What follows belongs to an exercise in optimizing a design on an open flow for small area, a short achievable clock period and few clock cycles per item; a production flow would make more cautious choices. Only simulation tests tie the RTL to the original design; equivalence was not proved. Power is estimated from default activity; no workload was simulated.

===== standard.sh =====
#!/bin/bash
# synth_recipe.tcl (not shown) runs the flow's synth.tcl, then flattens the netlist and writes it again
# the make line also repeats each setting of config.mk as NAME=value (left out here)
make -C /OpenROAD-flow-scripts/flow DESIGN_CONFIG=/design/flow/config.mk WORK_HOME=/design/flow/orfs CLKGATE_MAP_FILE= SYNTH_SCRIPT=/design/flow/synth_recipe.tcl "${@:-finish}"

===== config.mk =====
export PLATFORM = sky130hd
export DESIGN_NAME = tcp_synack_reply_builder
export DESIGN_NICKNAME = tcp_synack_reply_builder
export VERILOG_FILES = /design/flow/design.v
export SDC_FILE = /design/flow/constraint.sdc
export NUM_CORES = 4
export LEC_CHECK = 0
export ABC_AREA = 0
export CAP_MARGIN = 20
export CORE_MARGIN = 2
export CORE_UTILIZATION = 40
export CTS_CLUSTER_DIAMETER = 60
export CTS_CLUSTER_SIZE = 30
export SETUP_SLACK_MARGIN = 3.9
export SLEW_MARGIN = 20

===== constraint.sdc =====
create_clock -name core_clock -period 8.0 [get_ports {clk}]
set_input_delay 1.6000 -clock core_clock [delete_from_list [all_inputs] [get_ports {clk}]]
set_output_delay 1.6000 -clock core_clock [all_outputs]
set_load 0.01 [all_outputs]

===== design.v =====
module tcp_synack_reply_builder (
  input  logic         clk,
  input  logic         rst,
  input  logic         in_valid,
  output logic         in_stall,
  input  logic [271:0] in_data,
  output logic         out_valid,
  input  logic         out_stall,
  output logic [256:0] out_data,
  input  logic         psel,
  input  logic         penable,
  input  logic         pwrite,
  input  logic [2:0]   paddr,
  input  logic [31:0]  pwdata,
  output logic [31:0]  prdata,
  output logic         pready
);
  function automatic logic [15:0] eac_add(input logic [15:0] x, input logic [15:0] y);
    logic [15:0] g, p, gg, pp, c;
    logic cin;
    g = x & y; p = x ^ y; gg = g; pp = p;
    for (int l = 0; l < 4; l++)
      for (int i = 0; i < 16; i++)
        if ((i >> l) & 1) begin
          gg[i] = gg[i] | (pp[i] & gg[((i >> l) << l) - 1]);
          pp[i] = pp[i] & pp[((i >> l) << l) - 1];
        end
    cin = gg[15];
    c[0] = cin;
    for (int i = 1; i < 16; i++) c[i] = gg[i-1] | (pp[i-1] & cin);
    eac_add = p ^ c;
  endfunction
  function automatic logic [15:0] eac_add0(input logic [15:0] x, input logic [15:0] y);
    logic [15:0] g, p, gg, pp, c;
    logic cin;
    g = x & y; p = x ^ y; gg = g; pp = p;
    for (int l = 0; l < 4; l++)
      for (int i = 0; i < 16; i++)
        if ((i >> l) & 1) begin
          gg[i] = gg[i] | (pp[i] & gg[((i >> l) << l) - 1]);
          pp[i] = pp[i] & pp[((i >> l) << l) - 1];
        end
    cin = gg[15] | pp[15];
    c[0] = cin;
    for (int i = 1; i < 16; i++) c[i] = gg[i-1] | (pp[i-1] & cin);
    eac_add0 = p ^ c;
  endfunction
  function automatic logic [15:0] eac_add0_ks(input logic [15:0] x, input logic [15:0] y);
    logic [15:0] p, gg, pp, g2, p2;
    p = x ^ y; gg = x & y; pp = p;
    for (int l = 0; l < 4; l++) begin
      for (int i = 0; i < 16; i++) begin
        g2[i] = gg[i] | (pp[i] & gg[(i + 16 - (1 << l)) % 16]);
        p2[i] = pp[i] & pp[(i + 16 - (1 << l)) % 16];
      end
      gg = g2; pp = p2;
    end
    for (int i = 0; i < 16; i++) eac_add0_ks[i] = p[i] ^ (gg[(i + 15) % 16] | pp[(i + 15) % 16]);
  endfunction
  function automatic logic [15:0] eac_add_ks(input logic [15:0] x, input logic [15:0] y);
    logic [15:0] p, gg, pp, g2, p2;
    p = x ^ y; gg = x & y; pp = p;
    for (int l = 0; l < 4; l++) begin
      for (int i = 0; i < 16; i++) begin
        g2[i] = gg[i] | (pp[i] & gg[(i + 16 - (1 << l)) % 16]);
        p2[i] = pp[i] & pp[(i + 16 - (1 << l)) % 16];
      end
      gg = g2; pp = p2;
    end
    for (int i = 0; i < 16; i++) eac_add_ks[i] = p[i] ^ gg[(i + 15) % 16];
  endfunction
  logic [15:0] local_port;
  logic [15:0] server_port;
  logic        wr_en;
  assign pready = 1'b1;
  assign wr_en  = psel && penable && pwrite;
  assign prdata = {16'd0, paddr[2] ? server_port : local_port};
  always_ff @(posedge clk) begin
    if (rst) begin
      local_port  <= 16'd0;
      server_port <= 16'd80;
    end else if (wr_en) begin
      if (paddr[2]) server_port <= pwdata[15:0];
      else          local_port  <= pwdata[15:0];
    end
  end
  localparam logic [15:0] TcpK = 16'h502B;
  localparam logic [15:0] CfgWRst = 16'h507B;   
  logic [15:0] cfg_o, cfg_u, cfg_v, cfg_m, cfg_w;
  assign cfg_o = paddr[2] ? local_port : server_port;
  assign cfg_u = pwdata[15:0] ^ cfg_o ^ TcpK;
  assign cfg_m = (pwdata[15:0] & cfg_o) | (pwdata[15:0] & TcpK) | (cfg_o & TcpK);
  assign cfg_v = {cfg_m[14:0], cfg_m[15]};
  always_ff @(posedge clk) begin
    if (rst)        cfg_w <= CfgWRst;
    else if (wr_en) cfg_w <= eac_add_ks(cfg_u, cfg_v);
  end
  logic [47:0] dmac, smac;
  logic [15:0] etype, dport;
  logic [7:0]  proto, flags;
  logic [31:0] sip, dip, seq_in, ack_in;
  assign {dmac, smac, etype, proto, sip, dip, dport, seq_in, ack_in, flags} = in_data;
  logic [15:0] sip_hi, sip_lo, dip_hi, dip_lo, ack_hi, ack_lo, seq_hi, seq_lo;
  assign {sip_hi, sip_lo} = sip;
  assign {dip_hi, dip_lo} = dip;
  assign {ack_hi, ack_lo} = ack_in;
  assign {seq_hi, seq_lo} = seq_in;
  logic match;
  assign match = (etype == 16'h0800) && (proto == 8'h06) && (dport == local_port) &&
                 (flags[5:0] == 6'h12);
  logic [31:0] ack_next;
  assign ack_next = seq_in + 32'd1;
  logic seq_wrap;
  assign seq_wrap = &seq_in;
  logic [15:0] sh_s, sh_m;
  assign sh_s[0] = sip_hi[0] ^ sip_lo[0] ^ dip_hi[0];
  assign sh_m[0] = (sip_hi[0] & sip_lo[0]) | (sip_hi[0] & dip_hi[0]) | (sip_lo[0] & dip_hi[0]);
  assign sh_s[1] = sip_hi[1] ^ sip_lo[1] ^ dip_hi[1];
  assign sh_m[1] = (sip_hi[1] & sip_lo[1]) | (sip_hi[1] & dip_hi[1]) | (sip_lo[1] & dip_hi[1]);
  assign sh_s[2] = sip_hi[2] ^ sip_lo[2] ^ dip_hi[2];
  assign sh_m[2] = (sip_hi[2] & sip_lo[2]) | (sip_hi[2] & dip_hi[2]) | (sip_lo[2] & dip_hi[2]);
  assign sh_s[3] = sip_hi[3] ^ sip_lo[3] ^ dip_hi[3];
  assign sh_m[3] = (sip_hi[3] & sip_lo[3]) | (sip_hi[3] & dip_hi[3]) | (sip_lo[3] & dip_hi[3]);
  assign sh_s[4] = sip_hi[4] ^ sip_lo[4] ^ dip_hi[4];
  assign sh_m[4] = (sip_hi[4] & sip_lo[4]) | (sip_hi[4] & dip_hi[4]) | (sip_lo[4] & dip_hi[4]);
  assign sh_s[5] = sip_hi[5] ^ sip_lo[5] ^ dip_hi[5];
  assign sh_m[5] = (sip_hi[5] & sip_lo[5]) | (sip_hi[5] & dip_hi[5]) | (sip_lo[5] & dip_hi[5]);
  assign sh_s[6] = sip_hi[6] ^ sip_lo[6] ^ dip_hi[6];
  assign sh_m[6] = (sip_hi[6] & sip_lo[6]) | (sip_hi[6] & dip_hi[6]) | (sip_lo[6] & dip_hi[6]);
  assign sh_s[7] = sip_hi[7] ^ sip_lo[7] ^ dip_hi[7];
  assign sh_m[7] = (sip_hi[7] & sip_lo[7]) | (sip_hi[7] & dip_hi[7]) | (sip_lo[7] & dip_hi[7]);
  assign sh_s[8] = sip_hi[8] ^ sip_lo[8] ^ dip_hi[8];
  assign sh_m[8] = (sip_hi[8] & sip_lo[8]) | (sip_hi[8] & dip_hi[8]) | (sip_lo[8] & dip_hi[8]);
  assign sh_s[9] = sip_hi[9] ^ sip_lo[9] ^ dip_hi[9];
  assign sh_m[9] = (sip_hi[9] & sip_lo[9]) | (sip_hi[9] & dip_hi[9]) | (sip_lo[9] & dip_hi[9]);
  assign sh_s[10] = sip_hi[10] ^ sip_lo[10] ^ dip_hi[10];
  assign sh_m[10] = (sip_hi[10] & sip_lo[10]) | (sip_hi[10] & dip_hi[10]) | (sip_lo[10] & dip_hi[10]);
  assign sh_s[11] = sip_hi[11] ^ sip_lo[11] ^ dip_hi[11];
  assign sh_m[11] = (sip_hi[11] & sip_lo[11]) | (sip_hi[11] & dip_hi[11]) | (sip_lo[11] & dip_hi[11]);
  assign sh_s[12] = sip_hi[12] ^ sip_lo[12] ^ dip_hi[12];
  assign sh_m[12] = (sip_hi[12] & sip_lo[12]) | (sip_hi[12] & dip_hi[12]) | (sip_lo[12] & dip_hi[12]);
  assign sh_s[13] = sip_hi[13] ^ sip_lo[13] ^ dip_hi[13];
  assign sh_m[13] = (sip_hi[13] & sip_lo[13]) | (sip_hi[13] & dip_hi[13]) | (sip_lo[13] & dip_hi[13]);
  assign sh_s[14] = sip_hi[14] ^ sip_lo[14] ^ dip_hi[14];
  assign sh_m[14] = (sip_hi[14] & sip_lo[14]) | (sip_hi[14] & dip_hi[14]) | (sip_lo[14] & dip_hi[14]);
  assign sh_s[15] = sip_hi[15] ^ sip_lo[15] ^ dip_hi[15];
  assign sh_m[15] = (sip_hi[15] & sip_lo[15]) | (sip_hi[15] & dip_hi[15]) | (sip_lo[15] & dip_hi[15]);
  logic ip_s1, ip_c2;
  logic ip_s3, ip_c4;
  logic ip_s5, ip_c6;
  logic ip_s7, ip_c8;
  logic ip_s9, ip_c10;
  logic ip_s11, ip_c12;
  logic ip_s13, ip_c14;
  logic ip_s15, ip_c16;
  logic ip_s17, ip_c18;
  logic ip_s19, ip_c20;
  logic ip_s21, ip_c22;
  logic ip_s23, ip_c24;
  logic ip_s25, ip_c26;
  logic ip_s27, ip_c28;
  logic ip_s29, ip_c30;
  logic ip_s31, ip_c32;
  logic ip_s33, ip_c34;
  logic ip_s35, ip_c36;
  logic ip_s37, ip_c38;
  logic ip_s39, ip_c40;
  logic ip_s41, ip_c42;
  logic ip_s43, ip_c44;
  logic ip_s45, ip_c46;
  logic ip_s47, ip_c48;
  logic ip_s49, ip_c50;
  logic ip_s51, ip_c52;
  logic ip_s53, ip_c54;
  logic ip_s55, ip_c56;
  logic ip_s57, ip_c58;
  logic ip_s59, ip_c60;
  logic ip_s61, ip_c62;
  logic ip_s63, ip_c64;
  logic tcp_s65, tcp_c66;
  logic tcp_s67, tcp_c68;
  logic tcp_s69, tcp_c70;
  logic tcp_s71, tcp_c72;
  logic tcp_s73, tcp_c74;
  logic tcp_s75, tcp_c76;
  logic tcp_s77, tcp_c78;
  logic tcp_s79, tcp_c80;
  logic tcp_s81, tcp_c82;
  logic tcp_s83, tcp_c84;
  logic tcp_s85, tcp_c86;
  logic tcp_s87, tcp_c88;
  logic tcp_s89, tcp_c90;
  logic tcp_s91, tcp_c92;
  logic tcp_s93, tcp_c94;
  logic tcp_s95, tcp_c96;
  logic tcp_s97, tcp_c98;
  logic tcp_s99, tcp_c100;
  logic tcp_s101, tcp_c102;
  logic tcp_s103, tcp_c104;
  logic tcp_s105, tcp_c106;
  logic tcp_s107, tcp_c108;
  logic tcp_s109, tcp_c110;
  logic tcp_s111, tcp_c112;
  logic tcp_s113, tcp_c114;
  logic tcp_s115, tcp_c116;
  logic tcp_s117, tcp_c118;
  logic tcp_s119, tcp_c120;
  logic tcp_s121, tcp_c122;
  logic tcp_s123, tcp_c124;
  logic tcp_s125, tcp_c126;
  logic tcp_s127, tcp_c128;
  logic tcp_s129, tcp_c130;
  logic tcp_s131, tcp_c132;
  logic tcp_s133, tcp_c134;
  logic tcp_s135, tcp_c136;
  logic tcp_s137, tcp_c138;
  logic tcp_s139, tcp_c140;
  logic tcp_s141, tcp_c142;
  logic tcp_s143, tcp_c144;
  logic tcp_s145, tcp_c146;
  logic tcp_s147, tcp_c148;
  logic tcp_s149, tcp_c150;
  logic tcp_s151, tcp_c152;
  logic tcp_s153, tcp_c154;
  logic tcp_s155, tcp_c156;
  logic tcp_s157, tcp_c158;
  logic tcp_s159, tcp_c160;
  logic tcp_s161, tcp_c162;
  logic tcp_s163, tcp_c164;
  logic tcp_s165, tcp_c166;
  logic tcp_s167, tcp_c168;
  logic tcp_s169, tcp_c170;
  logic tcp_s171, tcp_c172;
  logic tcp_s173, tcp_c174;
  logic tcp_s175, tcp_c176;
  logic tcp_s177, tcp_c178;
  logic tcp_s179, tcp_c180;
  logic tcp_s181, tcp_c182;
  logic tcp_s183, tcp_c184;
  logic tcp_s185, tcp_c186;
  logic tcp_s187, tcp_c188;
  logic tcp_s189, tcp_c190;
  logic tcp_s191, tcp_c192;
  logic tcp_s193, tcp_c194;
  logic tcp_s195, tcp_c196;
  logic tcp_s197, tcp_c198;
  logic tcp_s199, tcp_c200;
  logic tcp_s201, tcp_c202;
  logic tcp_s203, tcp_c204;
  logic tcp_s205, tcp_c206;
  logic tcp_s207, tcp_c208;
  logic tcp_s209, tcp_c210;
  logic tcp_s211, tcp_c212;
  logic tcp_s213, tcp_c214;
  logic tcp_s215, tcp_c216;
  logic tcp_s217, tcp_c218;
  logic tcp_s219, tcp_c220;
  logic tcp_s221, tcp_c222;
  logic tcp_s223, tcp_c224;
  logic tcp_s225, tcp_c226;
  logic tcp_s227, tcp_c228;
  logic tcp_s229, tcp_c230;
  logic tcp_s231, tcp_c232;
  logic tcp_s233, tcp_c234;
  logic tcp_s235, tcp_c236;
  logic tcp_s237, tcp_c238;
  logic tcp_s239, tcp_c240;
  logic tcp_s241, tcp_c242;
  logic tcp_s243, tcp_c244;
  logic tcp_s245, tcp_c246;
  logic tcp_s247, tcp_c248;
  logic tcp_s249, tcp_c250;
  logic tcp_s251, tcp_c252;
  logic tcp_s253, tcp_c254;
  logic tcp_s255, tcp_c256;
  assign ip_s1 = 1'b1 ^ dip_lo[0] ^ sh_s[0];
  assign ip_c2 = (1'b1 & dip_lo[0]) | (1'b1 & sh_s[0]) | (dip_lo[0] & sh_s[0]);
  assign ip_s3 = 1'b1 ^ dip_lo[1] ^ sh_s[1];
  assign ip_c4 = (1'b1 & dip_lo[1]) | (1'b1 & sh_s[1]) | (dip_lo[1] & sh_s[1]);
  assign ip_s5 = 1'b1 ^ dip_lo[2] ^ sh_s[2];
  assign ip_c6 = (1'b1 & dip_lo[2]) | (1'b1 & sh_s[2]) | (dip_lo[2] & sh_s[2]);
  assign ip_s7 = 1'b1 ^ dip_lo[3] ^ sh_s[3];
  assign ip_c8 = (1'b1 & dip_lo[3]) | (1'b1 & sh_s[3]) | (dip_lo[3] & sh_s[3]);
  assign ip_s9 = 1'b0 ^ dip_lo[4] ^ sh_s[4];
  assign ip_c10 = (1'b0 & dip_lo[4]) | (1'b0 & sh_s[4]) | (dip_lo[4] & sh_s[4]);
  assign ip_s11 = 1'b1 ^ dip_lo[5] ^ sh_s[5];
  assign ip_c12 = (1'b1 & dip_lo[5]) | (1'b1 & sh_s[5]) | (dip_lo[5] & sh_s[5]);
  assign ip_s13 = 1'b0 ^ dip_lo[6] ^ sh_s[6];
  assign ip_c14 = (1'b0 & dip_lo[6]) | (1'b0 & sh_s[6]) | (dip_lo[6] & sh_s[6]);
  assign ip_s15 = 1'b0 ^ dip_lo[7] ^ sh_s[7];
  assign ip_c16 = (1'b0 & dip_lo[7]) | (1'b0 & sh_s[7]) | (dip_lo[7] & sh_s[7]);
  assign ip_s17 = 1'b0 ^ dip_lo[8] ^ sh_s[8];
  assign ip_c18 = (1'b0 & dip_lo[8]) | (1'b0 & sh_s[8]) | (dip_lo[8] & sh_s[8]);
  assign ip_s19 = 1'b0 ^ dip_lo[9] ^ sh_s[9];
  assign ip_c20 = (1'b0 & dip_lo[9]) | (1'b0 & sh_s[9]) | (dip_lo[9] & sh_s[9]);
  assign ip_s21 = 1'b1 ^ dip_lo[10] ^ sh_s[10];
  assign ip_c22 = (1'b1 & dip_lo[10]) | (1'b1 & sh_s[10]) | (dip_lo[10] & sh_s[10]);
  assign ip_s23 = 1'b0 ^ dip_lo[11] ^ sh_s[11];
  assign ip_c24 = (1'b0 & dip_lo[11]) | (1'b0 & sh_s[11]) | (dip_lo[11] & sh_s[11]);
  assign ip_s25 = 1'b0 ^ dip_lo[12] ^ sh_s[12];
  assign ip_c26 = (1'b0 & dip_lo[12]) | (1'b0 & sh_s[12]) | (dip_lo[12] & sh_s[12]);
  assign ip_s27 = 1'b0 ^ dip_lo[13] ^ sh_s[13];
  assign ip_c28 = (1'b0 & dip_lo[13]) | (1'b0 & sh_s[13]) | (dip_lo[13] & sh_s[13]);
  assign ip_s29 = 1'b1 ^ dip_lo[14] ^ sh_s[14];
  assign ip_c30 = (1'b1 & dip_lo[14]) | (1'b1 & sh_s[14]) | (dip_lo[14] & sh_s[14]);
  assign ip_s31 = 1'b0 ^ dip_lo[15] ^ sh_s[15];
  assign ip_c32 = (1'b0 & dip_lo[15]) | (1'b0 & sh_s[15]) | (dip_lo[15] & sh_s[15]);
  assign ip_s33 = sh_m[15] ^ ip_s1 ^ ip_c32;
  assign ip_c34 = (sh_m[15] & ip_s1) | (sh_m[15] & ip_c32) | (ip_s1 & ip_c32);
  assign ip_s35 = sh_m[0] ^ ip_c2 ^ ip_s3;
  assign ip_c36 = (sh_m[0] & ip_c2) | (sh_m[0] & ip_s3) | (ip_c2 & ip_s3);
  assign ip_s37 = sh_m[1] ^ ip_c4 ^ ip_s5;
  assign ip_c38 = (sh_m[1] & ip_c4) | (sh_m[1] & ip_s5) | (ip_c4 & ip_s5);
  assign ip_s39 = sh_m[2] ^ ip_c6 ^ ip_s7;
  assign ip_c40 = (sh_m[2] & ip_c6) | (sh_m[2] & ip_s7) | (ip_c6 & ip_s7);
  assign ip_s41 = sh_m[3] ^ ip_c8 ^ ip_s9;
  assign ip_c42 = (sh_m[3] & ip_c8) | (sh_m[3] & ip_s9) | (ip_c8 & ip_s9);
  assign ip_s43 = sh_m[4] ^ ip_c10 ^ ip_s11;
  assign ip_c44 = (sh_m[4] & ip_c10) | (sh_m[4] & ip_s11) | (ip_c10 & ip_s11);
  assign ip_s45 = sh_m[5] ^ ip_c12 ^ ip_s13;
  assign ip_c46 = (sh_m[5] & ip_c12) | (sh_m[5] & ip_s13) | (ip_c12 & ip_s13);
  assign ip_s47 = sh_m[6] ^ ip_c14 ^ ip_s15;
  assign ip_c48 = (sh_m[6] & ip_c14) | (sh_m[6] & ip_s15) | (ip_c14 & ip_s15);
  assign ip_s49 = sh_m[7] ^ ip_c16 ^ ip_s17;
  assign ip_c50 = (sh_m[7] & ip_c16) | (sh_m[7] & ip_s17) | (ip_c16 & ip_s17);
  assign ip_s51 = sh_m[8] ^ ip_c18 ^ ip_s19;
  assign ip_c52 = (sh_m[8] & ip_c18) | (sh_m[8] & ip_s19) | (ip_c18 & ip_s19);
  assign ip_s53 = sh_m[9] ^ ip_c20 ^ ip_s21;
  assign ip_c54 = (sh_m[9] & ip_c20) | (sh_m[9] & ip_s21) | (ip_c20 & ip_s21);
  assign ip_s55 = sh_m[10] ^ ip_c22 ^ ip_s23;
  assign ip_c56 = (sh_m[10] & ip_c22) | (sh_m[10] & ip_s23) | (ip_c22 & ip_s23);
  assign ip_s57 = sh_m[11] ^ ip_c24 ^ ip_s25;
  assign ip_c58 = (sh_m[11] & ip_c24) | (sh_m[11] & ip_s25) | (ip_c24 & ip_s25);
  assign ip_s59 = sh_m[12] ^ ip_c26 ^ ip_s27;
  assign ip_c60 = (sh_m[12] & ip_c26) | (sh_m[12] & ip_s27) | (ip_c26 & ip_s27);
  assign ip_s61 = sh_m[13] ^ ip_c28 ^ ip_s29;
  assign ip_c62 = (sh_m[13] & ip_c28) | (sh_m[13] & ip_s29) | (ip_c28 & ip_s29);
  assign ip_s63 = sh_m[14] ^ ip_c30 ^ ip_s31;
  assign ip_c64 = (sh_m[14] & ip_c30) | (sh_m[14] & ip_s31) | (ip_c30 & ip_s31);
  assign tcp_s65 = cfg_w[0] ^ dip_lo[0] ^ ack_hi[0];
  assign tcp_c66 = (cfg_w[0] & dip_lo[0]) | (cfg_w[0] & ack_hi[0]) | (dip_lo[0] & ack_hi[0]);
  assign tcp_s67 = ack_lo[0] ^ seq_hi[0] ^ seq_lo[0];
  assign tcp_c68 = (ack_lo[0] & seq_hi[0]) | (ack_lo[0] & seq_lo[0]) | (seq_hi[0] & seq_lo[0]);
  assign tcp_s69 = cfg_w[1] ^ dip_lo[1] ^ ack_hi[1];
  assign tcp_c70 = (cfg_w[1] & dip_lo[1]) | (cfg_w[1] & ack_hi[1]) | (dip_lo[1] & ack_hi[1]);
  assign tcp_s71 = ack_lo[1] ^ seq_hi[1] ^ seq_lo[1];
  assign tcp_c72 = (ack_lo[1] & seq_hi[1]) | (ack_lo[1] & seq_lo[1]) | (seq_hi[1] & seq_lo[1]);
  assign tcp_s73 = cfg_w[2] ^ dip_lo[2] ^ ack_hi[2];
  assign tcp_c74 = (cfg_w[2] & dip_lo[2]) | (cfg_w[2] & ack_hi[2]) | (dip_lo[2] & ack_hi[2]);
  assign tcp_s75 = ack_lo[2] ^ seq_hi[2] ^ seq_lo[2];
  assign tcp_c76 = (ack_lo[2] & seq_hi[2]) | (ack_lo[2] & seq_lo[2]) | (seq_hi[2] & seq_lo[2]);
  assign tcp_s77 = cfg_w[3] ^ dip_lo[3] ^ ack_hi[3];
  assign tcp_c78 = (cfg_w[3] & dip_lo[3]) | (cfg_w[3] & ack_hi[3]) | (dip_lo[3] & ack_hi[3]);
  assign tcp_s79 = ack_lo[3] ^ seq_hi[3] ^ seq_lo[3];
  assign tcp_c80 = (ack_lo[3] & seq_hi[3]) | (ack_lo[3] & seq_lo[3]) | (seq_hi[3] & seq_lo[3]);
  assign tcp_s81 = cfg_w[4] ^ dip_lo[4] ^ ack_hi[4];
  assign tcp_c82 = (cfg_w[4] & dip_lo[4]) | (cfg_w[4] & ack_hi[4]) | (dip_lo[4] & ack_hi[4]);
  assign tcp_s83 = ack_lo[4] ^ seq_hi[4] ^ seq_lo[4];
  assign tcp_c84 = (ack_lo[4] & seq_hi[4]) | (ack_lo[4] & seq_lo[4]) | (seq_hi[4] & seq_lo[4]);
  assign tcp_s85 = cfg_w[5] ^ dip_lo[5] ^ ack_hi[5];
  assign tcp_c86 = (cfg_w[5] & dip_lo[5]) | (cfg_w[5] & ack_hi[5]) | (dip_lo[5] & ack_hi[5]);
  assign tcp_s87 = ack_lo[5] ^ seq_hi[5] ^ seq_lo[5];
  assign tcp_c88 = (ack_lo[5] & seq_hi[5]) | (ack_lo[5] & seq_lo[5]) | (seq_hi[5] & seq_lo[5]);
  assign tcp_s89 = cfg_w[6] ^ dip_lo[6] ^ ack_hi[6];
  assign tcp_c90 = (cfg_w[6] & dip_lo[6]) | (cfg_w[6] & ack_hi[6]) | (dip_lo[6] & ack_hi[6]);
  assign tcp_s91 = ack_lo[6] ^ seq_hi[6] ^ seq_lo[6];
  assign tcp_c92 = (ack_lo[6] & seq_hi[6]) | (ack_lo[6] & seq_lo[6]) | (seq_hi[6] & seq_lo[6]);
  assign tcp_s93 = cfg_w[7] ^ dip_lo[7] ^ ack_hi[7];
  assign tcp_c94 = (cfg_w[7] & dip_lo[7]) | (cfg_w[7] & ack_hi[7]) | (dip_lo[7] & ack_hi[7]);
  assign tcp_s95 = ack_lo[7] ^ seq_hi[7] ^ seq_lo[7];
  assign tcp_c96 = (ack_lo[7] & seq_hi[7]) | (ack_lo[7] & seq_lo[7]) | (seq_hi[7] & seq_lo[7]);
  assign tcp_s97 = cfg_w[8] ^ dip_lo[8] ^ ack_hi[8];
  assign tcp_c98 = (cfg_w[8] & dip_lo[8]) | (cfg_w[8] & ack_hi[8]) | (dip_lo[8] & ack_hi[8]);
  assign tcp_s99 = ack_lo[8] ^ seq_hi[8] ^ seq_lo[8];
  assign tcp_c100 = (ack_lo[8] & seq_hi[8]) | (ack_lo[8] & seq_lo[8]) | (seq_hi[8] & seq_lo[8]);
  assign tcp_s101 = cfg_w[9] ^ dip_lo[9] ^ ack_hi[9];
  assign tcp_c102 = (cfg_w[9] & dip_lo[9]) | (cfg_w[9] & ack_hi[9]) | (dip_lo[9] & ack_hi[9]);
  assign tcp_s103 = ack_lo[9] ^ seq_hi[9] ^ seq_lo[9];
  assign tcp_c104 = (ack_lo[9] & seq_hi[9]) | (ack_lo[9] & seq_lo[9]) | (seq_hi[9] & seq_lo[9]);
  assign tcp_s105 = cfg_w[10] ^ dip_lo[10] ^ ack_hi[10];
  assign tcp_c106 = (cfg_w[10] & dip_lo[10]) | (cfg_w[10] & ack_hi[10]) | (dip_lo[10] & ack_hi[10]);
  assign tcp_s107 = ack_lo[10] ^ seq_hi[10] ^ seq_lo[10];
  assign tcp_c108 = (ack_lo[10] & seq_hi[10]) | (ack_lo[10] & seq_lo[10]) | (seq_hi[10] & seq_lo[10]);
  assign tcp_s109 = cfg_w[11] ^ dip_lo[11] ^ ack_hi[11];
  assign tcp_c110 = (cfg_w[11] & dip_lo[11]) | (cfg_w[11] & ack_hi[11]) | (dip_lo[11] & ack_hi[11]);
  assign tcp_s111 = ack_lo[11] ^ seq_hi[11] ^ seq_lo[11];
  assign tcp_c112 = (ack_lo[11] & seq_hi[11]) | (ack_lo[11] & seq_lo[11]) | (seq_hi[11] & seq_lo[11]);
  assign tcp_s113 = cfg_w[12] ^ dip_lo[12] ^ ack_hi[12];
  assign tcp_c114 = (cfg_w[12] & dip_lo[12]) | (cfg_w[12] & ack_hi[12]) | (dip_lo[12] & ack_hi[12]);
  assign tcp_s115 = ack_lo[12] ^ seq_hi[12] ^ seq_lo[12];
  assign tcp_c116 = (ack_lo[12] & seq_hi[12]) | (ack_lo[12] & seq_lo[12]) | (seq_hi[12] & seq_lo[12]);
  assign tcp_s117 = cfg_w[13] ^ dip_lo[13] ^ ack_hi[13];
  assign tcp_c118 = (cfg_w[13] & dip_lo[13]) | (cfg_w[13] & ack_hi[13]) | (dip_lo[13] & ack_hi[13]);
  assign tcp_s119 = ack_lo[13] ^ seq_hi[13] ^ seq_lo[13];
  assign tcp_c120 = (ack_lo[13] & seq_hi[13]) | (ack_lo[13] & seq_lo[13]) | (seq_hi[13] & seq_lo[13]);
  assign tcp_s121 = cfg_w[14] ^ dip_lo[14] ^ ack_hi[14];
  assign tcp_c122 = (cfg_w[14] & dip_lo[14]) | (cfg_w[14] & ack_hi[14]) | (dip_lo[14] & ack_hi[14]);
  assign tcp_s123 = ack_lo[14] ^ seq_hi[14] ^ seq_lo[14];
  assign tcp_c124 = (ack_lo[14] & seq_hi[14]) | (ack_lo[14] & seq_lo[14]) | (seq_hi[14] & seq_lo[14]);
  assign tcp_s125 = cfg_w[15] ^ dip_lo[15] ^ ack_hi[15];
  assign tcp_c126 = (cfg_w[15] & dip_lo[15]) | (cfg_w[15] & ack_hi[15]) | (dip_lo[15] & ack_hi[15]);
  assign tcp_s127 = ack_lo[15] ^ seq_hi[15] ^ seq_lo[15];
  assign tcp_c128 = (ack_lo[15] & seq_hi[15]) | (ack_lo[15] & seq_lo[15]) | (seq_hi[15] & seq_lo[15]);
  assign tcp_s129 = sh_s[0] ^ sh_m[15] ^ tcp_s65;
  assign tcp_c130 = (sh_s[0] & sh_m[15]) | (sh_s[0] & tcp_s65) | (sh_m[15] & tcp_s65);
  assign tcp_s131 = tcp_s67 ^ tcp_c126 ^ tcp_c128;
  assign tcp_c132 = (tcp_s67 & tcp_c126) | (tcp_s67 & tcp_c128) | (tcp_c126 & tcp_c128);
  assign tcp_s133 = sh_s[1] ^ sh_m[0] ^ tcp_c66;
  assign tcp_c134 = (sh_s[1] & sh_m[0]) | (sh_s[1] & tcp_c66) | (sh_m[0] & tcp_c66);
  assign tcp_s135 = tcp_c68 ^ tcp_s69 ^ tcp_s71;
  assign tcp_c136 = (tcp_c68 & tcp_s69) | (tcp_c68 & tcp_s71) | (tcp_s69 & tcp_s71);
  assign tcp_s137 = sh_s[2] ^ sh_m[1] ^ tcp_c70;
  assign tcp_c138 = (sh_s[2] & sh_m[1]) | (sh_s[2] & tcp_c70) | (sh_m[1] & tcp_c70);
  assign tcp_s139 = tcp_c72 ^ tcp_s73 ^ tcp_s75;
  assign tcp_c140 = (tcp_c72 & tcp_s73) | (tcp_c72 & tcp_s75) | (tcp_s73 & tcp_s75);
  assign tcp_s141 = sh_s[3] ^ sh_m[2] ^ tcp_c74;
  assign tcp_c142 = (sh_s[3] & sh_m[2]) | (sh_s[3] & tcp_c74) | (sh_m[2] & tcp_c74);
  assign tcp_s143 = tcp_c76 ^ tcp_s77 ^ tcp_s79;
  assign tcp_c144 = (tcp_c76 & tcp_s77) | (tcp_c76 & tcp_s79) | (tcp_s77 & tcp_s79);
  assign tcp_s145 = sh_s[4] ^ sh_m[3] ^ tcp_c78;
  assign tcp_c146 = (sh_s[4] & sh_m[3]) | (sh_s[4] & tcp_c78) | (sh_m[3] & tcp_c78);
  assign tcp_s147 = tcp_c80 ^ tcp_s81 ^ tcp_s83;
  assign tcp_c148 = (tcp_c80 & tcp_s81) | (tcp_c80 & tcp_s83) | (tcp_s81 & tcp_s83);
  assign tcp_s149 = sh_s[5] ^ sh_m[4] ^ tcp_c82;
  assign tcp_c150 = (sh_s[5] & sh_m[4]) | (sh_s[5] & tcp_c82) | (sh_m[4] & tcp_c82);
  assign tcp_s151 = tcp_c84 ^ tcp_s85 ^ tcp_s87;
  assign tcp_c152 = (tcp_c84 & tcp_s85) | (tcp_c84 & tcp_s87) | (tcp_s85 & tcp_s87);
  assign tcp_s153 = sh_s[6] ^ sh_m[5] ^ tcp_c86;
  assign tcp_c154 = (sh_s[6] & sh_m[5]) | (sh_s[6] & tcp_c86) | (sh_m[5] & tcp_c86);
  assign tcp_s155 = tcp_c88 ^ tcp_s89 ^ tcp_s91;
  assign tcp_c156 = (tcp_c88 & tcp_s89) | (tcp_c88 & tcp_s91) | (tcp_s89 & tcp_s91);
  assign tcp_s157 = sh_s[7] ^ sh_m[6] ^ tcp_c90;
  assign tcp_c158 = (sh_s[7] & sh_m[6]) | (sh_s[7] & tcp_c90) | (sh_m[6] & tcp_c90);
  assign tcp_s159 = tcp_c92 ^ tcp_s93 ^ tcp_s95;
  assign tcp_c160 = (tcp_c92 & tcp_s93) | (tcp_c92 & tcp_s95) | (tcp_s93 & tcp_s95);
  assign tcp_s161 = sh_s[8] ^ sh_m[7] ^ tcp_c94;
  assign tcp_c162 = (sh_s[8] & sh_m[7]) | (sh_s[8] & tcp_c94) | (sh_m[7] & tcp_c94);
  assign tcp_s163 = tcp_c96 ^ tcp_s97 ^ tcp_s99;
  assign tcp_c164 = (tcp_c96 & tcp_s97) | (tcp_c96 & tcp_s99) | (tcp_s97 & tcp_s99);
  assign tcp_s165 = sh_s[9] ^ sh_m[8] ^ tcp_c98;
  assign tcp_c166 = (sh_s[9] & sh_m[8]) | (sh_s[9] & tcp_c98) | (sh_m[8] & tcp_c98);
  assign tcp_s167 = tcp_c100 ^ tcp_s101 ^ tcp_s103;
  assign tcp_c168 = (tcp_c100 & tcp_s101) | (tcp_c100 & tcp_s103) | (tcp_s101 & tcp_s103);
  assign tcp_s169 = sh_s[10] ^ sh_m[9] ^ tcp_c102;
  assign tcp_c170 = (sh_s[10] & sh_m[9]) | (sh_s[10] & tcp_c102) | (sh_m[9] & tcp_c102);
  assign tcp_s171 = tcp_c104 ^ tcp_s105 ^ tcp_s107;
  assign tcp_c172 = (tcp_c104 & tcp_s105) | (tcp_c104 & tcp_s107) | (tcp_s105 & tcp_s107);
  assign tcp_s173 = sh_s[11] ^ sh_m[10] ^ tcp_c106;
  assign tcp_c174 = (sh_s[11] & sh_m[10]) | (sh_s[11] & tcp_c106) | (sh_m[10] & tcp_c106);
  assign tcp_s175 = tcp_c108 ^ tcp_s109 ^ tcp_s111;
  assign tcp_c176 = (tcp_c108 & tcp_s109) | (tcp_c108 & tcp_s111) | (tcp_s109 & tcp_s111);
  assign tcp_s177 = sh_s[12] ^ sh_m[11] ^ tcp_c110;
  assign tcp_c178 = (sh_s[12] & sh_m[11]) | (sh_s[12] & tcp_c110) | (sh_m[11] & tcp_c110);
  assign tcp_s179 = tcp_c112 ^ tcp_s113 ^ tcp_s115;
  assign tcp_c180 = (tcp_c112 & tcp_s113) | (tcp_c112 & tcp_s115) | (tcp_s113 & tcp_s115);
  assign tcp_s181 = sh_s[13] ^ sh_m[12] ^ tcp_c114;
  assign tcp_c182 = (sh_s[13] & sh_m[12]) | (sh_s[13] & tcp_c114) | (sh_m[12] & tcp_c114);
  assign tcp_s183 = tcp_c116 ^ tcp_s117 ^ tcp_s119;
  assign tcp_c184 = (tcp_c116 & tcp_s117) | (tcp_c116 & tcp_s119) | (tcp_s117 & tcp_s119);
  assign tcp_s185 = sh_s[14] ^ sh_m[13] ^ tcp_c118;
  assign tcp_c186 = (sh_s[14] & sh_m[13]) | (sh_s[14] & tcp_c118) | (sh_m[13] & tcp_c118);
  assign tcp_s187 = tcp_c120 ^ tcp_s121 ^ tcp_s123;
  assign tcp_c188 = (tcp_c120 & tcp_s121) | (tcp_c120 & tcp_s123) | (tcp_s121 & tcp_s123);
  assign tcp_s189 = sh_s[15] ^ sh_m[14] ^ tcp_c122;
  assign tcp_c190 = (sh_s[15] & sh_m[14]) | (sh_s[15] & tcp_c122) | (sh_m[14] & tcp_c122);
  assign tcp_s191 = tcp_c124 ^ tcp_s125 ^ tcp_s127;
  assign tcp_c192 = (tcp_c124 & tcp_s125) | (tcp_c124 & tcp_s127) | (tcp_s125 & tcp_s127);
  assign tcp_s193 = tcp_s129 ^ tcp_s131 ^ tcp_c190;
  assign tcp_c194 = (tcp_s129 & tcp_s131) | (tcp_s129 & tcp_c190) | (tcp_s131 & tcp_c190);
  assign tcp_s195 = tcp_c130 ^ tcp_c132 ^ tcp_s133;
  assign tcp_c196 = (tcp_c130 & tcp_c132) | (tcp_c130 & tcp_s133) | (tcp_c132 & tcp_s133);
  assign tcp_s197 = tcp_c134 ^ tcp_c136 ^ tcp_s137;
  assign tcp_c198 = (tcp_c134 & tcp_c136) | (tcp_c134 & tcp_s137) | (tcp_c136 & tcp_s137);
  assign tcp_s199 = tcp_c138 ^ tcp_c140 ^ tcp_s141;
  assign tcp_c200 = (tcp_c138 & tcp_c140) | (tcp_c138 & tcp_s141) | (tcp_c140 & tcp_s141);
  assign tcp_s201 = tcp_c142 ^ tcp_c144 ^ tcp_s145;
  assign tcp_c202 = (tcp_c142 & tcp_c144) | (tcp_c142 & tcp_s145) | (tcp_c144 & tcp_s145);
  assign tcp_s203 = tcp_c146 ^ tcp_c148 ^ tcp_s149;
  assign tcp_c204 = (tcp_c146 & tcp_c148) | (tcp_c146 & tcp_s149) | (tcp_c148 & tcp_s149);
  assign tcp_s205 = tcp_c150 ^ tcp_c152 ^ tcp_s153;
  assign tcp_c206 = (tcp_c150 & tcp_c152) | (tcp_c150 & tcp_s153) | (tcp_c152 & tcp_s153);
  assign tcp_s207 = tcp_c154 ^ tcp_c156 ^ tcp_s157;
  assign tcp_c208 = (tcp_c154 & tcp_c156) | (tcp_c154 & tcp_s157) | (tcp_c156 & tcp_s157);
  assign tcp_s209 = tcp_c158 ^ tcp_c160 ^ tcp_s161;
  assign tcp_c210 = (tcp_c158 & tcp_c160) | (tcp_c158 & tcp_s161) | (tcp_c160 & tcp_s161);
  assign tcp_s211 = tcp_c162 ^ tcp_c164 ^ tcp_s165;
  assign tcp_c212 = (tcp_c162 & tcp_c164) | (tcp_c162 & tcp_s165) | (tcp_c164 & tcp_s165);
  assign tcp_s213 = tcp_c166 ^ tcp_c168 ^ tcp_s169;
  assign tcp_c214 = (tcp_c166 & tcp_c168) | (tcp_c166 & tcp_s169) | (tcp_c168 & tcp_s169);
  assign tcp_s215 = tcp_c170 ^ tcp_c172 ^ tcp_s173;
  assign tcp_c216 = (tcp_c170 & tcp_c172) | (tcp_c170 & tcp_s173) | (tcp_c172 & tcp_s173);
  assign tcp_s217 = tcp_c174 ^ tcp_c176 ^ tcp_s177;
  assign tcp_c218 = (tcp_c174 & tcp_c176) | (tcp_c174 & tcp_s177) | (tcp_c176 & tcp_s177);
  assign tcp_s219 = tcp_c178 ^ tcp_c180 ^ tcp_s181;
  assign tcp_c220 = (tcp_c178 & tcp_c180) | (tcp_c178 & tcp_s181) | (tcp_c180 & tcp_s181);
  assign tcp_s221 = tcp_c182 ^ tcp_c184 ^ tcp_s185;
  assign tcp_c222 = (tcp_c182 & tcp_c184) | (tcp_c182 & tcp_s185) | (tcp_c184 & tcp_s185);
  assign tcp_s223 = tcp_c186 ^ tcp_c188 ^ tcp_s189;
  assign tcp_c224 = (tcp_c186 & tcp_c188) | (tcp_c186 & tcp_s189) | (tcp_c188 & tcp_s189);
  assign tcp_s225 = tcp_c192 ^ tcp_s193 ^ tcp_c224;
  assign tcp_c226 = (tcp_c192 & tcp_s193) | (tcp_c192 & tcp_c224) | (tcp_s193 & tcp_c224);
  assign tcp_s227 = tcp_s135 ^ tcp_c194 ^ tcp_s195;
  assign tcp_c228 = (tcp_s135 & tcp_c194) | (tcp_s135 & tcp_s195) | (tcp_c194 & tcp_s195);
  assign tcp_s229 = tcp_s139 ^ tcp_c196 ^ tcp_s197;
  assign tcp_c230 = (tcp_s139 & tcp_c196) | (tcp_s139 & tcp_s197) | (tcp_c196 & tcp_s197);
  assign tcp_s231 = tcp_s143 ^ tcp_c198 ^ tcp_s199;
  assign tcp_c232 = (tcp_s143 & tcp_c198) | (tcp_s143 & tcp_s199) | (tcp_c198 & tcp_s199);
  assign tcp_s233 = tcp_s147 ^ tcp_c200 ^ tcp_s201;
  assign tcp_c234 = (tcp_s147 & tcp_c200) | (tcp_s147 & tcp_s201) | (tcp_c200 & tcp_s201);
  assign tcp_s235 = tcp_s151 ^ tcp_c202 ^ tcp_s203;
  assign tcp_c236 = (tcp_s151 & tcp_c202) | (tcp_s151 & tcp_s203) | (tcp_c202 & tcp_s203);
  assign tcp_s237 = tcp_s155 ^ tcp_c204 ^ tcp_s205;
  assign tcp_c238 = (tcp_s155 & tcp_c204) | (tcp_s155 & tcp_s205) | (tcp_c204 & tcp_s205);
  assign tcp_s239 = tcp_s159 ^ tcp_c206 ^ tcp_s207;
  assign tcp_c240 = (tcp_s159 & tcp_c206) | (tcp_s159 & tcp_s207) | (tcp_c206 & tcp_s207);
  assign tcp_s241 = tcp_s163 ^ tcp_c208 ^ tcp_s209;
  assign tcp_c242 = (tcp_s163 & tcp_c208) | (tcp_s163 & tcp_s209) | (tcp_c208 & tcp_s209);
  assign tcp_s243 = tcp_s167 ^ tcp_c210 ^ tcp_s211;
  assign tcp_c244 = (tcp_s167 & tcp_c210) | (tcp_s167 & tcp_s211) | (tcp_c210 & tcp_s211);
  assign tcp_s245 = tcp_s171 ^ tcp_c212 ^ tcp_s213;
  assign tcp_c246 = (tcp_s171 & tcp_c212) | (tcp_s171 & tcp_s213) | (tcp_c212 & tcp_s213);
  assign tcp_s247 = tcp_s175 ^ tcp_c214 ^ tcp_s215;
  assign tcp_c248 = (tcp_s175 & tcp_c214) | (tcp_s175 & tcp_s215) | (tcp_c214 & tcp_s215);
  assign tcp_s249 = tcp_s179 ^ tcp_c216 ^ tcp_s217;
  assign tcp_c250 = (tcp_s179 & tcp_c216) | (tcp_s179 & tcp_s217) | (tcp_c216 & tcp_s217);
  assign tcp_s251 = tcp_s183 ^ tcp_c218 ^ tcp_s219;
  assign tcp_c252 = (tcp_s183 & tcp_c218) | (tcp_s183 & tcp_s219) | (tcp_c218 & tcp_s219);
  assign tcp_s253 = tcp_s187 ^ tcp_c220 ^ tcp_s221;
  assign tcp_c254 = (tcp_s187 & tcp_c220) | (tcp_s187 & tcp_s221) | (tcp_c220 & tcp_s221);
  assign tcp_s255 = tcp_s191 ^ tcp_c222 ^ tcp_s223;
  assign tcp_c256 = (tcp_s191 & tcp_c222) | (tcp_s191 & tcp_s223) | (tcp_c222 & tcp_s223);
  logic [15:0] ip_a, ip_b, tcp_a, tcp_b;
  assign ip_a = {ip_c62, ip_c60, ip_c58, ip_c56, ip_c54, ip_c52, ip_c50, ip_c48, ip_c46, ip_c44, ip_c42, ip_c40, ip_c38, ip_c36, ip_c34, ip_s33};
  assign ip_b = {ip_s63, ip_s61, ip_s59, ip_s57, ip_s55, ip_s53, ip_s51, ip_s49, ip_s47, ip_s45, ip_s43, ip_s41, ip_s39, ip_s37, ip_s35, ip_c64};
  assign tcp_a = {tcp_c254, tcp_c252, tcp_c250, tcp_c248, tcp_c246, tcp_c244, tcp_c242, tcp_c240, tcp_c238, tcp_c236, tcp_c234, tcp_c232, tcp_c230, tcp_c228, tcp_c226, tcp_s225};
  assign tcp_b = {tcp_s255, tcp_s253, tcp_s251, tcp_s249, tcp_s247, tcp_s245, tcp_s243, tcp_s241, tcp_s239, tcp_s237, tcp_s235, tcp_s233, tcp_s231, tcp_s229, tcp_s227, tcp_c256};
  logic [15:0] tcp_x, tcp_y, tcp_hs, tcp_hc;
  assign tcp_x  = ~tcp_a;
  assign tcp_y  = ~tcp_b;
  assign tcp_hs = tcp_x ^ tcp_y ^ {15'd0, seq_wrap};
  assign tcp_hc = (tcp_x & tcp_y) | ({15'd0, seq_wrap} & (tcp_x ^ tcp_y));
  localparam int W = 1 + 48 + 48 + 32 + 32 + 32 + 32 + 32 + 32 + 0;
  logic         ld;
  logic [W-1:0] nxt, q;
  assign ld       = !out_valid || !out_stall;
  assign in_stall = !ld;
  assign nxt = {1'b1, smac, dmac, dip, sip, ack_in, ack_next, ~ip_a, ~ip_b, tcp_hs, {tcp_hc[14:0], tcp_hc[15]}};
  always_ff @(posedge clk) begin
    if (rst)     out_valid <= 1'b0;
    else if (ld) out_valid <= in_valid;
  end
  logic ld_m, hold;
  logic [W-1:0] q_d;
  assign ld_m = ld && match;
  assign hold = !ld;
  assign q_d = (nxt & {W{ld_m}}) | (q & {W{hold}});
  always_ff @(posedge clk) begin
    q <= q_d;
  end
  logic        q_send;
  logic [47:0] q_dmac, q_smac;
  logic [31:0] q_sip, q_dip, q_seq, q_ack;
  logic [15:0] q_ipx, q_ipy, q_tcpx, q_tcpy;
  logic        q_wrap;
  assign {q_send, q_dmac, q_smac, q_sip, q_dip, q_seq, q_ack, q_ipx, q_ipy, q_tcpx, q_tcpy} = q;
  assign q_wrap = 1'b0;
  assign out_data = {q_send, q_dmac, q_smac, q_sip, q_dip, eac_add0_ks(q_ipx, q_ipy),
                     q_seq, q_ack, eac_add0_ks(q_tcpx, q_tcpy)};
endmodule

===== flow/run.sh =====
#!/bin/bash
# Standard ORFS layout (the standard.sh), with the port buffers that
# buffer_ports inserts made sky130_fd_sc_hd__buf_1 instead of its default pick.
set -uo pipefail
bash standard.sh BUFFER_PORTS_ARGS="-buffer_cell sky130_fd_sc_hd__buf_1" finish > standard_make.log 2>&1
status=$?
tail -50 standard_make.log
exit $status

==> flow_summary.json, run 1 <==
{
  "grt_pass1_vias": 18239,
  "hold_depth": 2,
  "hold_path_class": "reg2reg",
  "status": "no timing/DRC/antenna violations",
  "p_total_mw": 4.53,
  "final_layout_size_suffix_gt1_frac": 0.114,
  "cap_violations": 0,
  "dr.pass1.iters": 5,
  "worstSetupPathType": "reg2out",
  "cts-root-buf": "clkbuf_16",
  "cp_slowest_stage_delay_ns": 0.34,
  "startpoint": "q[51]$_DFF_P_",
  "cellLeakagePower_nw": 11.3,
  "netlist-cell-type-count": 63,
  "cts_buffers": 36,
  "vdd_drop_max_mv": 0.124,
  "cts_tree": "built",
  "routed_wl_um": 70500,
  "initial_core_util": 0.407,
  "maxSlewHeadroom": 0.294,
  "tightestPinTransition_ns": 1.06,
  "ctsHtreeMaxLevel": 2,
  "routed-via-count": 19027,
  "tns_ns": 0,
  "r2r_cells": 8,
  "coreArea_mm2": 0.0541,
  "min_period_ns": 4.13,
  "die_h_um": 239,
  "worstPathRequired_ns": 6.40,
  "r2r_end": "q[16]$_DFF_P_",
  "globalplace.congestion": 0.941,
  "synthCells": 2792,
  "ioPinCount": 606,
  "powerDensity_mw_per_mm2": 179,
  "async_reset_ff_frac": 0,
  "grt_first_pass_wirelength_um": 105000,
  "r2r_setup_slack_ns": 4.87,
  "cts.sinks": 338,
  "netlist_area_mm2": 0.0220,
  "rows": 85,
  "rsz0062_at_grt": "yes",
  "grt_antenna_before_repair": 4,
  "clock_latency_ns": 0.55,
  "io_buffers": 568,
  "critical_path_arrival_ns": 2.53,
  "timing.rr.start": "cfg_w[0]$_SDFFE_PP1P_",
  "synth_edf_count": 1,
  "vias_per_cell": 5.02,
  "crit_fanout": 7,
  "ys_ff_latch": 338,
  "syn_avg_cell_area_um2": 7.89,
  "crit_chain": "ha_4 > nand2_1 > o21ai_2 > a21oi_2 > nor4_1 > a311oi_2 > xnor2_1 > buf_2",
  "gr-total-overflow": 0,
  "slowest_stage": "dfxtp_1",
  "setup_viol": 0,
  "path_clk_slew_ns": 0.06,
  "grt_use_total": 0.238,
  "cp-endpoint": "out_data[81]",
  "area_delta_synth_final_pct": 14.8,
  "ys.flop_type": "dfxtp_1",
  "synth_warnings": 1,
  "dieArea_mm2": 0.0569,
  "fin_skew_ns": 0.0184,
  "drc": 0,
  "cp-start-kind": "register",
  "hold_viol": 0,
  "post-route-period-util": 0.517,
  "dpl.hpwl_um": 54400,
  "drv_slew": 0,
  "antenna_left": 0,
  "worstSetupEndpointType": "primary output",
  "final_nets": 3606,
  "fmax_mhz": 242,
  "clockBufferDepth": 3,
  "seq_area_frac_synth": 0.308,
  "wl_per_cell_um": 18.6,
  "grt_max_degree": 171,
  "drt_iter0_drc": 1187,
  "fp.dieW_um": 239
}
-- worst max-delay path: cells and delay by family, from the launching register on --
kind            cells  cell delay, ns
compound gates      3            0.48
xor+xnor            1            0.26
fa+ha+maj           1            0.33
buf+inv             1            0.18
flops               1            0.34
simple gates        2            0.39
-- cells in the final DEF (no fill, tap or decap), types with 7 or more instances in the layout --
cell type,n
nand2_1,653
buf_1,529
dfxtp_1,314
nand3_1,268
inv_1,264
fa_1,111
a21oi_1,78
ha_1,66
nor2_1,61
xnor2_1,59
nand4_1,41
o21ai_0,39
clkbuf_16,37
ha_4,31
xor2_1,29
buf_4,29
a21oi_2,28
mux2_2,26
dfxtp_2,23
buf_2,21
nor4_1,20
a21o_1,20
nor3_1,19
inv_8,19
inv_2,18
o211ai_1,18
a22o_1,17
o21bai_1,17
conb_1,17
fa_2,16
a31oi_1,13
clkbuf_2,13
o21ai_1,11
mux2i_1,8
nor4b_1,7
and3_1,7
nor2_2,7
a211oi_1,7
-- report_power, final --
group          total (mW)  switching (mW)  internal, mW
Clock                1.77           0.800         0.973
Combinational        1.06           0.630         0.426
Sequential           1.70         0.00684          1.69
-- cell families after synthesis --
group,Yosys count,share of synthesized area
compound gates,305,0.0869
xor+xnor,89,0.0354
fa+ha+maj,225,0.171
buf+inv,675,0.159
flops,338,0.308
mux,34,0.0169
other cells,2,0.000341
simple gates,1124,0.222
-- layer usage --
| metal | share of wire | track usage |
|---|---|---|
| met5 | 0.00044 | 0 |
| met4 | 0.035 | 0.0883 |
| met1 | 0.43 | 0.310 |
| met3 | 0.056 | 0.0375 |
| met2 | 0.48 | 0.398 |
-- stage by stage --
stage               hold WS, ns  setup WS [ns]  utilization  instances  instance area (um^2)
finish                    0.432           3.87        0.467       3792                 25300
global route              0.450           3.80        0.467       3791                 25300
CTS                       0.437           3.89        0.458       3774                 24800
detailed placement        0.427           2.88        0.425       3705                 23000
global placement          0.422           2.89        0.425       3705                 23000
floorplan                 0.417           3.69            -       2807                 22300
-- how the worst min path moves through the flow --
stage / start / endpoint
floorplan: q[100]$_DFF_P_ / q[100]$_DFF_P_
global placement: q[285]$_DFF_P_ / q[285]$_DFF_P_
detailed placement: q[108]$_DFF_P_ / q[108]$_DFF_P_
CTS: q[138]$_DFF_P_ / q[138]$_DFF_P_
global route: q[192]$_DFF_P_ / q[192]$_DFF_P_
finish: q[138]$_DFF_P_ / q[138]$_DFF_P_
-- timing repair --
| action | in CTS | in global routing |
|---|---|---|
| buffers inserted | 5 | 15 |
| setup endpoints to repair | 71 | 58 |
| pin swaps | 17 | 42 |
| gates cloned | 0 | 0 |
| hold buffers | 0 | 0 |
| gates resized for setup | 134 | 105 |
-- cell usage after synthesis, types with 4 or more instances --
cell type / number / area share
nand2_1: 659 / 0.11
dfxtp_1: 337 / 0.31
inv_1: 296 / 0.050
nand3_1: 268 / 0.061
buf_4: 251 / 0.086
fa_1: 127 / 0.12
a21oi_1: 111 / 0.025
ha_1: 98 / 0.056
clkbuf_1: 88 / 0.015
nor2_1: 71 / 0.012
xnor2_1: 60 / 0.024
o21ai_0: 55 / 0.013
nand4_1: 41 / 0.012
xor2_1: 29 / 0.012
mux2_2: 26 / 0.013
nor3_1: 24 / 0.0055
nor4_1: 22 / 0.0063
a21o_1: 20 / 0.0068
buf_2: 20 / 0.0045
buf_1: 18 / 0.0031
o211ai_1: 18 / 0.0061
o21bai_1: 18 / 0.0061
a22o_1: 17 / 0.0068
a31oi_1: 14 / 0.0040
a211oi_1: 13 / 0.0044
mux2i_1: 8 / 0.0036
and3_1: 7 / 0.0020
nor4b_1: 7 / 0.0028
a31o_2: 5 / 0.0020
nand2b_1: 5 / 0.0014
nor2b_1: 5 / 0.0014
o21a_1: 4 / 0.0014
o31ai_1: 4 / 0.0014
-- sequential cells by signal, summed over array words and instances (netlist names), named ones only --
signal and cells:
server_port 16, cfg_w 16, out_valid 1, local_port 16
q 288
-- area by class of cell --
| type | count | area [um^2] |
|---|---|---|
| inverter | 298 | 1250 |
| antenna | 3 | 7.51 |
| clock buffer | 41 | 961 |
| sequential | 338 | 6810 |
| tap | 696 | 871 |
| clock inverter | 23 | 293 |
| multi-input combinational | 1794 | 12600 |
| timing repair buffer | 599 | 2470 |
| fill | 5526 | 28900 |
Testbench counts, summed over its fixed seeds: cycles 9,608, items 9,600.
==> run 2, diff against run 1 <==
--- a/config.mk
+++ b/config.mk
@@ -12,4 +12,4 @@
 export CTS_CLUSTER_DIAMETER = 60
 export CTS_CLUSTER_SIZE = 30
-export SETUP_SLACK_MARGIN = 3.9
+export SETUP_SLACK_MARGIN = 3.8
 export SLEW_MARGIN = 20
==> flow_summary.json, run 2 <==
{
  "drv_slew": 0,
  "hold_path_class": "reg2reg",
  "multi_input_area_mm2": 0.0124,
  "fin_skew_ns": 0.0121,
  "cts_hold_buf": 0,
  "vdd_drop_max_mv": 0.132,
  "synth_top_area_frac": 0.306,
  "power_frac_seq": 0.364,
  "cap_violations": 0,
  "cts.sinks": 338,
  "layout_common_cells": "nand2_1 (657), buf_1 (549), dfxtp_1 (330), inv_1 (290), nand3_1 (267)",
  "yosys-top-cells-area": "dfxtp_1 (31%), fa_1 (12%), nand2_1 (11%)",
  "powerDensity_mw_per_mm2": 187,
  "cp-start-kind": "input pin",
  "worstPathRequired_ns": 8.50,
  "pwr-share-clk": 0.410,
  "rsz0062_at_grt": "yes",
  "fin_area_mm2": 0.0249,
  "p_int_mw": 3.20,
  "drt_iter0_drc": 1296,
  "place_area_mm2": 0.0228,
  "dr.pass1.iters": 6,
  "cts-root-buf": "clkbuf_16",
  "grt_first_pass_wirelength_um": 105000,
  "final_nets": 3596,
  "setup_viol": 0,
  "tightestPinTransition_ns": 1.03,
  "cts_buffers": 38,
  "ys_ff_latch": 338,
  "p_sw_mw": 1.47,
  "mostFrequentLayoutCell": "nand2_1",
  "clockBufferDepth": 3,
  "worstSetupEndpointType": "register",
  "async_reset_ff_frac": 0,
  "grt_max_degree": 184,
  "drc": 0,
  "ys_top_cells_by_count": "nand2_1 (659), dfxtp_1 (337), inv_1 (296), nand3_1 (268), buf_4 (251)",
  "dieArea_mm2": 0.0569,
  "netlist_area_mm2": 0.0220,
  "area_delta_synth_final_pct": 13.2,
  "seq_area_frac_synth": 0.308,
  "largest_register_ffs": 288,
  "critical_path_arrival_ns": 4.69,
  "gr-total-overflow": 0,
  "tns_ns": 0,
  "fillers": 5584,
  "io_buffers": 568,
  "crit_fanout": 2,
  "globalplace.congestion": 0.951,
  "initial_core_util": 0.407,
  "largest_register": "q",
  "grt_use_total": 0.239,
  "synthCells": 2792,
  "synth_warnings": 1,
  "post-route-period-util": 0.524,
  "yosysMostFrequentCell": "nand2_1",
  "syn_avg_cell_area_um2": 7.89,
  "routed-via-count": 19139,
  "die_h_um": 239,
  "p_total_mw": 4.66,
  "path_clk_slew_ns": 0.07,
  "min_period_ns": 4.19,
  "status": "no timing/DRC/antenna violations",
  "antenna_left": 0,
  "grt_antenna_before_repair": 3,
  "ioPinCount": 606,
  "grt_pass1_vias": 17961,
  "fp.dieW_um": 239,
  "ff_latch_area_mm2": 0.00679,
  "fmax_mhz": 239,
  "ctsHtreeMaxLevel": 2,
  "cellLeakagePower_nw": 11.2,
  "ys.flop_type": "dfxtp_1",
  "worstSetupPathType": "in2reg",
  "clock_latency_ns": 0.56,
  "wl_per_cell_um": 18.8,
  "p_comb_frac": 0.225,
  "dpl.hpwl_um": 54900,
  "final_layout_size_suffix_gt1_frac": 0.0807,
  "synth_top_cell_by_area": "dfxtp_1",
  "vias_per_cell": 5.06,
  "coreArea_mm2": 0.0541,
  "synth_edf_count": 1,
  "hold_viol": 0,
  "sw_frac_of_total": 0.314,
  "r2r_setup_slack_ns": 4.83,
  "netlist-cell-type-count": 63,
  "routed_wl_um": 71200,
  "maxSlewHeadroom": 0.313,
  "rows": 85,
  "cts_tree": "built"
}
[run 2: cell counts after synthesis]
No cell type changed its count.
[run 2: routing by layer]
metal / vias to the layer above / GRT usage / wire length (um)
li1: 9324 / - / -
met1: 9003 / 0.307 / 30200
met2: 706 / 0.407 / 34100
met3: 104 / 0.0472 / 4780
met4: 2 / 0.0684 / 2010
met5: - / 0 / 17
[run 2: final timing paths]
path	cells after the start	end	start
max	11	q[16]$_DFF_P_	in_data[136]
min	2	q[260]$_DFF_P_	q[260]$_DFF_P_
max reg2reg	8	q[16]$_DFF_P_	cfg_w[0]$_SDFFE_PP1P_
min reg2reg	2	q[260]$_DFF_P_	q[260]$_DFF_P_
[run 2: timing repair]
item / 4_1_cts / 5_1_grt
pin swaps: 6 / 25
setup buffers: 2 / 7
resized for setup: 64 / 109
gates cloned: 1 / 0
setup endpoints to repair: 56 / 39
[run 2: stage by stage]
stage	setup WS, ns	hold slack (ns)	std cells	util
after CTS	3.69	0.436	3775	0.452
final	3.81	0.434	3784	0.461
after floorplan	3.69	0.417	2807	-
after detailed placement	2.88	0.427	3703	0.422
after global routing	3.71	0.445	3784	0.461
after global placement	2.89	0.422	3703	0.422
[run 2: final cells by class]
| class | count | area share |
|---|---|---|
| clock buffer | 43 | 0.0405 |
| inverter | 298 | 0.0459 |
| antenna | 2 | 0.000201 |
| multi-input combinational | 1794 | 0.497 |
| tap | 696 | 0.0349 |
| sequential | 338 | 0.272 |
| timing repair inverter | 1 | 0.000351 |
| timing repair buffer | 586 | 0.0941 |
| clock inverter | 26 | 0.0150 |
[run 2: cells by family (layout without fill, tap and decap cells)]
logic type                 after synthesis  after routing  synth area share
AOI/OAI and AO/OA                      305            305            0.0869
xor gates and xnor gates                89             89            0.0354
adders and majority gates              225            225             0.171
buffers and inverters                  675            954             0.159
DFF                                    338            338             0.308
muxes                                   34             34            0.0169
other                                    2             19          0.000341
and+or+nand+nor                       1124           1124             0.222
[run 2: critical path: stages]
cell and delay (ns):
buf_8 0.09, inv_4 0.03, fa_2 0.60, inv_2 0.06, fa_1 0.53, fa_1 0.53
fa_1 0.51, inv_2 0.04, fa_1 0.51, nand3_1 0.07, nand2_1 0.11
[run 2: power groups by stage]
stage	clock, mW	sequential (mW)	combinational (mW)
finish	1.91	1.70	1.05
global route	2.03	1.70	1.21
CTS	1.97	1.70	1.05
detailed placement	0	1.74	1.04
global placement	0	1.74	1.01
floorplan	0	1.73	0.701
==> run 3, diff against run 2 <==
--- a/config.mk
+++ b/config.mk
@@ -10,6 +10,4 @@
 export CORE_MARGIN = 2
 export CORE_UTILIZATION = 40
-export CTS_CLUSTER_DIAMETER = 60
-export CTS_CLUSTER_SIZE = 30
 export SETUP_SLACK_MARGIN = 3.8
 export SLEW_MARGIN = 20
==> flow_summary.json, run 3 <==
{
  "ioPinCount": 606,
  "ys.flop_type": "dfxtp_1",
  "crit_fanout": 7,
  "dr.pass1.iters": 6,
  "globalplace.congestion": 0.951,
  "final_layout_size_suffix_gt1_frac": 0.0827,
  "largest_register": "q",
  "p_total_mw": 4.73,
  "dpl.hpwl_um": 54900,
  "synthCells": 2792,
  "powerDensity_mw_per_mm2": 189,
  "cts-root-buf": "clkbuf_16",
  "grt_use_total": 0.240,
  "die_h_um": 239,
  "mostFrequentLayoutCell": "nand2_1",
  "vdd_drop_max_mv": 0.139,
  "r2r_end": "q[66]$_DFF_P_",
  "grt_pass1_vias": 17984,
  "r2r_cells": 8,
  "clockBufferDepth": 3,
  "final_nets": 3602,
  "worstSetupPathType": "reg2out",
  "drc": 0,
  "rows": 85,
  "layout_common_cells": "nand2_1 (657), buf_1 (548), dfxtp_1 (324), inv_1 (291), nand3_1 (268)",
  "vias_per_cell": 5.04,
  "setup_viol": 0,
  "critical_path_arrival_ns": 2.57,
  "post-route-period-util": 0.521,
  "gr-total-overflow": 0,
  "netlist_area_mm2": 0.0220,
  "clock_latency_ns": 0.57,
  "grt_antenna_before_repair": 3,
  "ctsHtreeMaxLevel": 2,
  "yosysMostFrequentCell": "nand2_1",
  "hold_viol": 0,
  "hold_start": "q[260]$_DFF_P_",
  "cap_violations": 0,
  "cts_tree": "built",
  "cts.sinks": 338,
  "drv_slew": 0,
  "dp_slack_ns": 2.88,
  "hold_path_end": "q[260]$_DFF_P_",
  "seq_area_frac_synth": 0.308,
  "synth_warnings": 1,
  "synth_top_cell_by_area": "dfxtp_1",
  "path_clk_slew_ns": 0.06,
  "io_buffers": 568,
  "cts_buffers": 42,
  "fin_skew_ns": 0.0284,
  "min_period_ns": 4.17,
  "worstSetupEndpointType": "primary output",
  "synth_top_area_frac": 0.306,
  "syn_avg_cell_area_um2": 7.89,
  "antenna_left": 0,
  "netlist-cell-type-count": 63,
  "grt_first_pass_wirelength_um": 106000,
  "status": "no timing/DRC/antenna violations",
  "maxSlewHeadroom": 0.316,
  "fin_area_mm2": 0.0250,
  "wl_per_cell_um": 18.9,
  "post-route-util": 0.463,
  "yosys-top-cells-area": "dfxtp_1 (31%), fa_1 (12%), nand2_1 (11%)",
  "coreArea_mm2": 0.0541,
  "r2r_setup_slack_ns": 4.82,
  "timing.rr.start": "local_port[0]$_SDFFE_PP0P_",
  "cp-start-kind": "register",
  "grt_max_degree": 184,
  "largest_register_ffs": 288,
  "fp.dieW_um": 239,
  "ys_top_cells_by_count": "nand2_1 (659), dfxtp_1 (337), inv_1 (296), nand3_1 (268), buf_4 (251)",
  "dieArea_mm2": 0.0569,
  "hold_depth": 2,
  "fmax_mhz": 240,
  "ys_ff_latch": 338,
  "worstPathRequired_ns": 6.40,
  "tightestPinTransition_ns": 1.02,
  "drt_iter0_drc": 1207,
  "routed_wl_um": 71800,
  "place_area_mm2": 0.0228,
  "cellLeakagePower_nw": 11.2,
  "initial_core_util": 0.407,
  "tns_ns": 0,
  "routed-via-count": 19122,
  "hold_path_class": "reg2reg",
  "layout_setup_ws_ns": 3.83,
  "rsz0062_at_grt": "yes",
  "area_delta_synth_final_pct": 13.7,
  "synth_edf_count": 1,
  "async_reset_ff_frac": 0
}
[run 3: cell counts after synthesis]
No cell type changed its count.
[run 3: final cells by class]
| cell class | count | area [um^2] |
|---|---|---|
| timing repair buffer | 588 | 2350 |
| sequential | 338 | 6790 |
| timing repair inverter | 1 | 8.76 |
| fill | 5572 | 29100 |
| clock buffer | 58 | 1180 |
| tap | 696 | 871 |
| multi-input combinational | 1794 | 12400 |
| inverter | 298 | 1140 |
| antenna | 2 | 5.00 |
| clock inverter | 19 | 244 |
[run 3: routing by layer]
metal,track usage,share of wire,vias to the layer above
li1,-,-,9343
met1,0.310,0.43,8972
met2,0.407,0.48,707
met3,0.0470,0.065,98
met4,0.0733,0.028,2
met5,0,0.00018,-
[run 3: worst max-delay path by stage]
| stage | slack [ns] | end | start |
|---|---|---|---|
| finish | 3.83 | out_data[86] | q[59]$_DFF_P_ |
| global route | 3.76 | out_data[89] | q[51]$_DFF_P_ |
| CTS | 3.80 | out_data[7] | q[9]$_DFF_P_ |
| detailed placement | 2.88 | cfg_w[13]$_SDFFE_PP0P_ | paddr[2] |
| global placement | 2.89 | cfg_w[13]$_SDFFE_PP0P_ | paddr[2] |
| floorplan | 3.69 | q[16]$_DFF_P_ | in_data[104] |
[run 3: per-stage QoR]
| stage | hold slack, ns | instances |
|---|---|---|
| after floorplan | 0.417 | 2807 |
| after global placement | 0.422 | 3703 |
| after detailed placement | 0.427 | 3703 |
| after CTS | 0.434 | 3783 |
| after global routing | 0.445 | 3794 |
| final | 0.432 | 3794 |
[run 3: power breakdown]
group          total [mW]  switching [mW]  leakage, nW  internal (mW)
sequential           1.70         0.00711         2.73           1.69
combinational        1.05           0.629         7.81          0.419
clock                1.99           0.785        0.686           1.20
[run 3: worst max-delay path: stages (launching register included)]
cell,delay (ns)
dfxtp_1,0.35
ha_4,0.32
nand4_1,0.19
or2_4,0.28
o221a_2,0.24
o21bai_1,0.18
xor2_1,0.27
buf_2,0.18
[run 3: repair_timing]
action                     in CTS  in global routing
cloned                          1                  0
hold endpoints to repair        0                  0
buffers inserted                2                  9
gates resized for setup        79                101
hold buffers                    0                  0
pin swaps                       8                 28
setup endpoints to repair      56                 37
[run 3: logic make-up (layout without fill, tap and decap cells)]
logic type               Yosys count  after routing  share of synthesized area
AND/OR/NAND/NOR                 1124           1124                      0.222
multiplexers                      34             34                     0.0169
XOR/XNOR                          89             89                     0.0354
AO/OA/AOI/OAI                    305            305                     0.0869
other                              2             19                   0.000341
adder cells (fa/ha/maj)          225            225                      0.171
flip-flops                       338            338                      0.308
buffers and inverters            675            964                      0.159

[re-timing with driven ports]
The results above use ideal ports. As a check the final layouts listed here were re-extracted and re-timed, cells and wires unchanged. Step 1: set_driving_cell puts a clkbuf_16 on clk and a buf_2 on each other input, an assumption about the parent block. Step 2, shift: input delay + t, output delay - t, t = (earliest + latest rising clock arrival at the registers) / 2. This alone moves slack from input paths to output paths. a / b / c = ideal ports / drivers / drivers and shift; a / b = the first two.
run	t (ns)	slack for setup (ns)	latest minus earliest clock arrival (ns)	worst register clock-pin slew, ns	cell pins on the clock port's net
run 1	0.607	3.865 / 3.803 / 3.351	0.021 / 0.021	0.08 / 0.08	1
run 2	0.618	3.811 / 3.768 / 3.206	0.017 / 0.018	0.08 / 0.08	1
run 3	0.620	3.828 / 3.770 / 3.231	0.030 / 0.030	0.06 / 0.06	1
After both steps every run listed still meets setup and hold. The setup slack of run 2, which loses most, moves by -0.043 ns with the drivers and by -0.605 ns with both steps.
